From an optimization exercise on the open Yosys and OpenROAD flow, aimed at small area and a short achievable clock period; shortcuts taken in it are not production practice. RTL that was checked went through simulation tests only; none was proved equivalent to the original. Power figures rest on the tool's default switching activity, not on a simulated workload.

==> 10-19 <==
==> flow/design.v <==
module axis_delay_lane #(
  parameter int SPC          = 16,
  parameter int SAMPLE_WIDTH = 16,
  parameter int LANE         = 0,
  parameter int RW           = 4
) (
  input  logic [SPC*SAMPLE_WIDTH-1:0]      cur_word,
  input  logic [SPC*SAMPLE_WIDTH-1:0]      prev_word,
  input  logic [RW-1:0]                    r,
  output logic [SAMPLE_WIDTH-1:0]          sample
);
  logic [RW-1:0] cur_idx, prev_idx;
  always_comb begin
    cur_idx  = RW'(LANE - int'(r));
    prev_idx = RW'(SPC + LANE - int'(r));
    sample   = (LANE >= int'(r)) ? cur_word[int'(cur_idx)*SAMPLE_WIDTH +: SAMPLE_WIDTH]
                                 : prev_word[int'(prev_idx)*SAMPLE_WIDTH +: SAMPLE_WIDTH];
  end
endmodule
module axis_prog_intra_cycle_delay #(
  parameter  int DATA_WIDTH      = 256,
  parameter  int SAMPLE_WIDTH    = 16,
  parameter  int MAX_CYCLE_DELAY = 8,
  parameter  int RESET_DELAY     = 10,
  localparam int SPC             = DATA_WIDTH / SAMPLE_WIDTH,
  localparam int DW              = $clog2((MAX_CYCLE_DELAY + 1) * SPC)
) (
  input  logic                  clk,
  input  logic                  rst_n,
  input  logic [DATA_WIDTH-1:0] s_axis_tdata,
  input  logic                  s_axis_tvalid,
  input  logic                  s_axis_tlast,
  output logic [DATA_WIDTH-1:0] m_axis_tdata,
  output logic                  m_axis_tvalid,
  output logic                  m_axis_tlast,
  input  logic [DW-1:0]         cfg_delay,
  input  logic                  cfg_valid,
  output logic                  cfg_pending,
  output logic                  cfg_clamped,
  output logic [DW-1:0]         cur_delay
);
  localparam int STAGES = MAX_CYCLE_DELAY + 1;
  localparam int QW     = $clog2(STAGES + 1);
  localparam int RW     = (SPC > 1) ? $clog2(SPC) : 1;
  localparam int MAX_D  = MAX_CYCLE_DELAY * SPC + SPC - 1;
  typedef logic [DATA_WIDTH-1:0] word_t;
  typedef enum logic {CFG_IDLE, CFG_PENDING} cfg_state_t;
  logic [(STAGES+1)*DATA_WIDTH-1:0] hist;
  logic [STAGES:0] vld_pipe, last_pipe;
  word_t           in_word, cur_word, prev_word, spliced;
  logic [QW-1:0]   q, q1;
  logic [RW-1:0]   r;
  assign in_word   = s_axis_tvalid ? s_axis_tdata : '0;
  assign q         = QW'(int'(cur_delay) / SPC);
  assign q1        = QW'(int'(q) + 1);
  assign r         = RW'(int'(cur_delay) % SPC);
  assign cur_word  = hist[int'(q)*DATA_WIDTH +: DATA_WIDTH];
  assign prev_word = hist[int'(q1)*DATA_WIDTH +: DATA_WIDTH];
  always_ff @(posedge clk or negedge rst_n) begin
    if (!rst_n) begin
      hist      <= '0;
      vld_pipe  <= '0;
      last_pipe <= '0;
    end else begin
      hist      <= {hist[STAGES*DATA_WIDTH-1:0], in_word};
      vld_pipe  <= {vld_pipe[STAGES-1:0], s_axis_tvalid};
      last_pipe <= {last_pipe[STAGES-1:0], s_axis_tvalid & s_axis_tlast};
    end
  end
  for (genvar i = 0; i < SPC; i++) begin : g_lane
    axis_delay_lane #(
      .SPC(SPC), .SAMPLE_WIDTH(SAMPLE_WIDTH), .LANE(i), .RW(RW)
    ) u_lane (
      .cur_word(cur_word), .prev_word(prev_word), .r(r), .sample(spliced[i*SAMPLE_WIDTH +: SAMPLE_WIDTH])
    );
  end
  always_ff @(posedge clk or negedge rst_n) begin
    if (!rst_n) begin
      m_axis_tdata  <= '0;
      m_axis_tvalid <= 1'b0;
      m_axis_tlast  <= 1'b0;
    end else begin
      m_axis_tdata  <= spliced;
      m_axis_tvalid <= vld_pipe[q] | ((r != '0) & vld_pipe[q1]);
      m_axis_tlast  <= (r == '0) ? last_pipe[q] : last_pipe[q1];
    end
  end
  cfg_state_t    state;
  logic [DW-1:0] pend_delay, req_delay, load_val;
  logic          req_over, pipe_empty, do_load;
  assign req_over   = int'(cfg_delay) > MAX_D;
  assign req_delay  = req_over ? DW'(MAX_D) : cfg_delay;
  assign pipe_empty = ~|vld_pipe & ~s_axis_tvalid;
  assign do_load    = pipe_empty & (cfg_valid | (state == CFG_PENDING));
  assign load_val   = cfg_valid ? req_delay : pend_delay;
  always_ff @(posedge clk or negedge rst_n) begin
    if (!rst_n) begin
      state       <= CFG_IDLE;
      cfg_pending <= 1'b0;
      cfg_clamped <= 1'b0;
      cur_delay   <= DW'(RESET_DELAY);
      pend_delay  <= '0;
    end else begin
      cfg_clamped <= cfg_valid & req_over;
      if (cfg_valid) pend_delay <= req_delay;
      if (do_load)   cur_delay  <= load_val;
      case (state)
        CFG_IDLE: if (cfg_valid && !pipe_empty) begin
          state       <= CFG_PENDING;
          cfg_pending <= 1'b1;
        end
        CFG_PENDING: if (pipe_empty) begin
          state       <= CFG_IDLE;
          cfg_pending <= 1'b0;
        end
        default: state <= CFG_IDLE;
      endcase
    end
  end
endmodule
==> flow/run.sh <==
#!/bin/bash
# synth_recipe.tcl (not shown) runs the flow's synth.tcl, then flattens the netlist and writes it again
# the make line also repeats each setting of config.mk as NAME=value (left out here)
make -C /OpenROAD-flow-scripts/flow DESIGN_CONFIG=/design/flow/config.mk WORK_HOME=/design/flow/orfs CLKGATE_MAP_FILE= SYNTH_SCRIPT=/design/flow/synth_recipe.tcl finish
==> flow/config.mk <==
export PLATFORM = sky130hd
export DESIGN_NAME = axis_prog_intra_cycle_delay
export DESIGN_NICKNAME = axis_prog_intra_cycle_delay
export VERILOG_FILES = /design/flow/design.v
export SDC_FILE = /design/flow/constraint.sdc
export NUM_CORES = 4
export LEC_CHECK = 0
export CAP_MARGIN = 20
export CORE_MARGIN = 2
export CORE_UTILIZATION = 40
export SLEW_MARGIN = 20
==> flow/constraint.sdc <==
create_clock -name core_clock -period 6.0 [get_ports {clk}]
set_input_delay 1.2000 -clock core_clock [delete_from_list [all_inputs] [get_ports {clk}]]
set_output_delay 1.2000 -clock core_clock [all_outputs]
set_load 0.01 [all_outputs]
==> 01-21: changes against 10-19 <==
==> flow/design.v, changed modules only <==
module axis_prog_intra_cycle_delay #(
  parameter  int DATA_WIDTH      = 256,
  parameter  int SAMPLE_WIDTH    = 16,
  parameter  int MAX_CYCLE_DELAY = 8,
  parameter  int RESET_DELAY     = 10,
  localparam int SPC             = DATA_WIDTH / SAMPLE_WIDTH,
  localparam int DW              = $clog2((MAX_CYCLE_DELAY + 1) * SPC)
) (
  input  logic                  clk,
  input  logic                  rst_n,
  input  logic [DATA_WIDTH-1:0] s_axis_tdata,
  input  logic                  s_axis_tvalid,
  input  logic                  s_axis_tlast,
  output logic [DATA_WIDTH-1:0] m_axis_tdata,
  output logic                  m_axis_tvalid,
  output logic                  m_axis_tlast,
  input  logic [DW-1:0]         cfg_delay,
  input  logic                  cfg_valid,
  output logic                  cfg_pending,
  output logic                  cfg_clamped,
  output logic [DW-1:0]         cur_delay
);
  localparam int STAGES = MAX_CYCLE_DELAY + 1;
  localparam int RW     = $clog2(SPC);
  localparam int MAX_D  = MAX_CYCLE_DELAY * SPC + SPC - 1;
  localparam int SW     = SAMPLE_WIDTH;
  typedef logic [DATA_WIDTH-1:0] word_t;
  typedef enum logic {CFG_IDLE, CFG_PENDING} cfg_state_t;
  logic [STAGES:0] vld_pipe, last_pipe;    
  cfg_state_t    state;
  logic [DW-1:0] pend_delay, req_delay, load_val;
  logic          req_over, pipe_empty, do_load;
  assign req_over   = int'(cfg_delay) > MAX_D;
  assign req_delay  = req_over ? DW'(MAX_D) : cfg_delay;
  assign pipe_empty = ~|vld_pipe & ~s_axis_tvalid;
  assign do_load    = pipe_empty & (cfg_valid | (state == CFG_PENDING));
  assign load_val   = cfg_valid ? req_delay : pend_delay;
  logic [DW-1:0] delay_n;
  logic [3:0]    rot_lo, rot_hi;
  always_ff @(posedge clk or negedge rst_n) begin
    if (!rst_n) begin
      state       <= CFG_IDLE;
      cfg_pending <= 1'b0;
      cfg_clamped <= 1'b0;
      cur_delay   <= DW'(RESET_DELAY);
      delay_n     <= ~DW'(RESET_DELAY);
      rot_lo      <= 4'b1 << (RESET_DELAY % 4);
      rot_hi      <= 4'b1 << ((RESET_DELAY / 4) % 4);
      pend_delay  <= '0;
    end else begin
      cfg_clamped <= cfg_valid & req_over;
      if (cfg_valid) pend_delay <= req_delay;
      if (do_load) begin
        cur_delay <= load_val;
        delay_n   <= ~load_val;
        rot_lo    <= 4'b1 << load_val[1:0];
        rot_hi    <= 4'b1 << load_val[3:2];
      end
      case (state)
        CFG_IDLE: if (cfg_valid && !pipe_empty) begin
          state       <= CFG_PENDING;
          cfg_pending <= 1'b1;
        end
        CFG_PENDING: if (pipe_empty) begin
          state       <= CFG_IDLE;
          cfg_pending <= 1'b0;
        end
        default: state <= CFG_IDLE;
      endcase
    end
  end
  logic [3:0]    q;
  logic [RW-1:0] r;
  assign q = ~delay_n[DW-1:RW];
  assign r = ~delay_n[RW-1:0];
  logic [SPC-1:0] u1, u2, u4, u8, n1, n2, n4, n8, ext;
  logic [MAX_CYCLE_DELAY:0] sel_q;
  logic                     sel_rnz;
  always_ff @(posedge clk) begin
    for (int k = 0; k < SPC; k++) begin
      logic [3:0] age;
      age    = q + 4'(RW'(k) < r);
      u1[k] <= age[0];           n1[k] <= ~age[0];
      u2[k] <= age[1] | age[3];  n2[k] <= ~(age[1] | age[3]);
      u4[k] <= age[2] | age[3];  n4[k] <= ~(age[2] | age[3]);
      u8[k] <= age[3];           n8[k] <= ~age[3];
      ext[k] <= RW'(k) < r;
    end
    for (int a = 0; a <= MAX_CYCLE_DELAY; a++) sel_q[a] <= q == 4'(a);
    sel_rnz <= r != '0;
  end
  logic vld_cur, vld_prv, last_cur, last_prv;
  assign vld_cur  = |(sel_q & vld_pipe[MAX_CYCLE_DELAY:0]);
  assign vld_prv  = |(sel_q & vld_pipe[STAGES:1]);
  assign last_cur = |(sel_q & last_pipe[MAX_CYCLE_DELAY:0]);
  assign last_prv = |(sel_q & last_pipe[STAGES:1]);
  always_ff @(posedge clk or negedge rst_n) begin
    if (!rst_n) begin
      vld_pipe  <= '0;
      last_pipe <= '0;
    end else begin
      vld_pipe  <= {vld_pipe[STAGES-1:0], s_axis_tvalid};
      last_pipe <= {last_pipe[STAGES-1:0], s_axis_tvalid & s_axis_tlast};
    end
  end
  word_t rot1, rot2;
  for (genvar j = 0; j < SPC; j++) begin : g_rot
    always_comb begin
      rot1[j*SW +: SW] = '0;
      for (int s = 0; s < 4; s++)
        rot1[j*SW +: SW] = rot1[j*SW +: SW]
          | (s_axis_tdata[((j - s) & (SPC - 1))*SW +: SW] & {SW{rot_lo[s]}});
    end
  end
  for (genvar j = 0; j < SPC; j++) begin : g_rot2
    always_comb begin
      rot2[j*SW +: SW] = '0;
      for (int s = 0; s < 4; s++)
        rot2[j*SW +: SW] = rot2[j*SW +: SW]
          | (rot1[((j - 4*s) & (SPC - 1))*SW +: SW] & {SW{rot_hi[s]}});
    end
  end
  word_t s0, m1, m2, m4, m8, masked;
  word_t a1, b1, b2, c1, c2, c3, c4, d1, d2;
  always_ff @(posedge clk) begin
    s0 <= rot2;
    a1 <= s0;
    b1 <= m1;  b2 <= b1;
    c1 <= m2;  c2 <= c1;  c3 <= c2;  c4 <= c3;
    d1 <= m4;  d2 <= d1;
  end
  for (genvar k = 0; k < SPC; k++) begin : g_lane
    localparam int L = k * SW;
    logic v, t8, f8;
    assign v  = ext[k] ? vld_prv : vld_cur;
    assign t8 = u8[k] & v;
    assign f8 = n8[k] & v;
    assign m1[L +: SW] = (a1[L +: SW] & {SW{u1[k]}}) | (s0[L +: SW] & {SW{n1[k]}});
    assign m2[L +: SW] = (b2[L +: SW] & {SW{u2[k]}}) | (m1[L +: SW] & {SW{n2[k]}});
    assign m4[L +: SW] = (c4[L +: SW] & {SW{u4[k]}}) | (m2[L +: SW] & {SW{n4[k]}});
    assign masked[L +: SW] = (d2[L +: SW] & {SW{t8}}) | (m4[L +: SW] & {SW{f8}});
  end
  always_ff @(posedge clk or negedge rst_n) begin
    if (!rst_n) begin
      m_axis_tdata  <= '0;
      m_axis_tvalid <= 1'b0;
      m_axis_tlast  <= 1'b0;
    end else begin
      m_axis_tdata  <= masked;
      m_axis_tvalid <= vld_cur | (sel_rnz & vld_prv);
      m_axis_tlast  <= sel_rnz ? last_prv : last_cur;
    end
  end
endmodule
// module axis_delay_lane removed
- SETUP_SLACK_MARGIN: default -> 3.4
==> qor summary <==
quantity                                                                                01-21              10-19
Proportion of synthesized flip-flops having asynchronous set or reset                  10.35%             100.0%
Largest class                                                          flip-flops and latches  multi-input gates
Pin count of the biggest net entering global routing                                      121                183
Synth Area in XOR/XNOR                                                                0.3017%            0.1077%
Fillers                                                                                 19150              36720
Cell Pwr Density                                                                447.4 nW/um^2      399.2 nW/um^2
Post-CTS setup repair buffer count                                                          2                  0
Dpl cells                                                                                9874              20880
Synthesized-area fraction occupied by and/or/nand/nor cells                            5.365%             8.535%
Worst-Skew Late Latency                                                                950 ps            1050 ps
GR Util met1                                                                           30.48%             65.86%
Dpl ws                                                                                2603 ps           594.1 ps
Initial antenna violation count                                                            91                214
Non-clock buffer count                                                                    620               2062
Critical path data arrival time                                                       1570 ps            6580 ps
1st-pass router iterations                                                                 20                  7
Detail Route met2 WL                                                                121400 um          409600 um
Timing startpoint of the critical path                                           cur_delay[3]       cur_delay[4]
Core footprint                                                                   216700 sq um       405500 sq um
Share of the synthesized area in the top cell type                                     62.33%             43.92%
Starting Density                                                                       40.19%             40.12%
Total number of cells along the worst setup path                                            1                 10
Count of placed standard cells in the final layout, fillers left out                    10480              21580
Maximum clock frequency                                                             361.3 MHz          174.0 MHz
Average via count per standard cell                                                     5.449              7.097
Outcome                                                              timing/DRC/antenna clean  timing/DRC/antenna clean
No functional check of the RTL was part of 01-21.

==> port drivers added, routing unchanged <==
How much do the figures lean on ideal ports? The routed layouts below were timed once more, with nothing changed but the port constraints. Step 1: set_driving_cell puts a clkbuf_16 on clk and a buf_2 on each other input, an assumption about the parent block. Step 2 moves the port delays by t, midway between the first and last clock arrival at a register: inputs arrive t later, outputs are due t later. That takes back most of the time a late clock gives input paths. Slacks: no drivers / after step 1 / after step 2; pairs: no drivers / after step 1.
run	t, ns	setup WS [ns]	worst setup path at the end	worst data-port slew with drivers (ns)
10-19	1.123	0.253 / 0.253 / 0.253	register to register	0.33
01-21	1.000	3.232 / 3.143 / 2.599	input to register	0.38
After both steps setup and hold are still met in every run listed. For 01-21, which loses most, drivers alone change the setup slack by -0.089 ns; drivers and shift together by -0.633 ns.
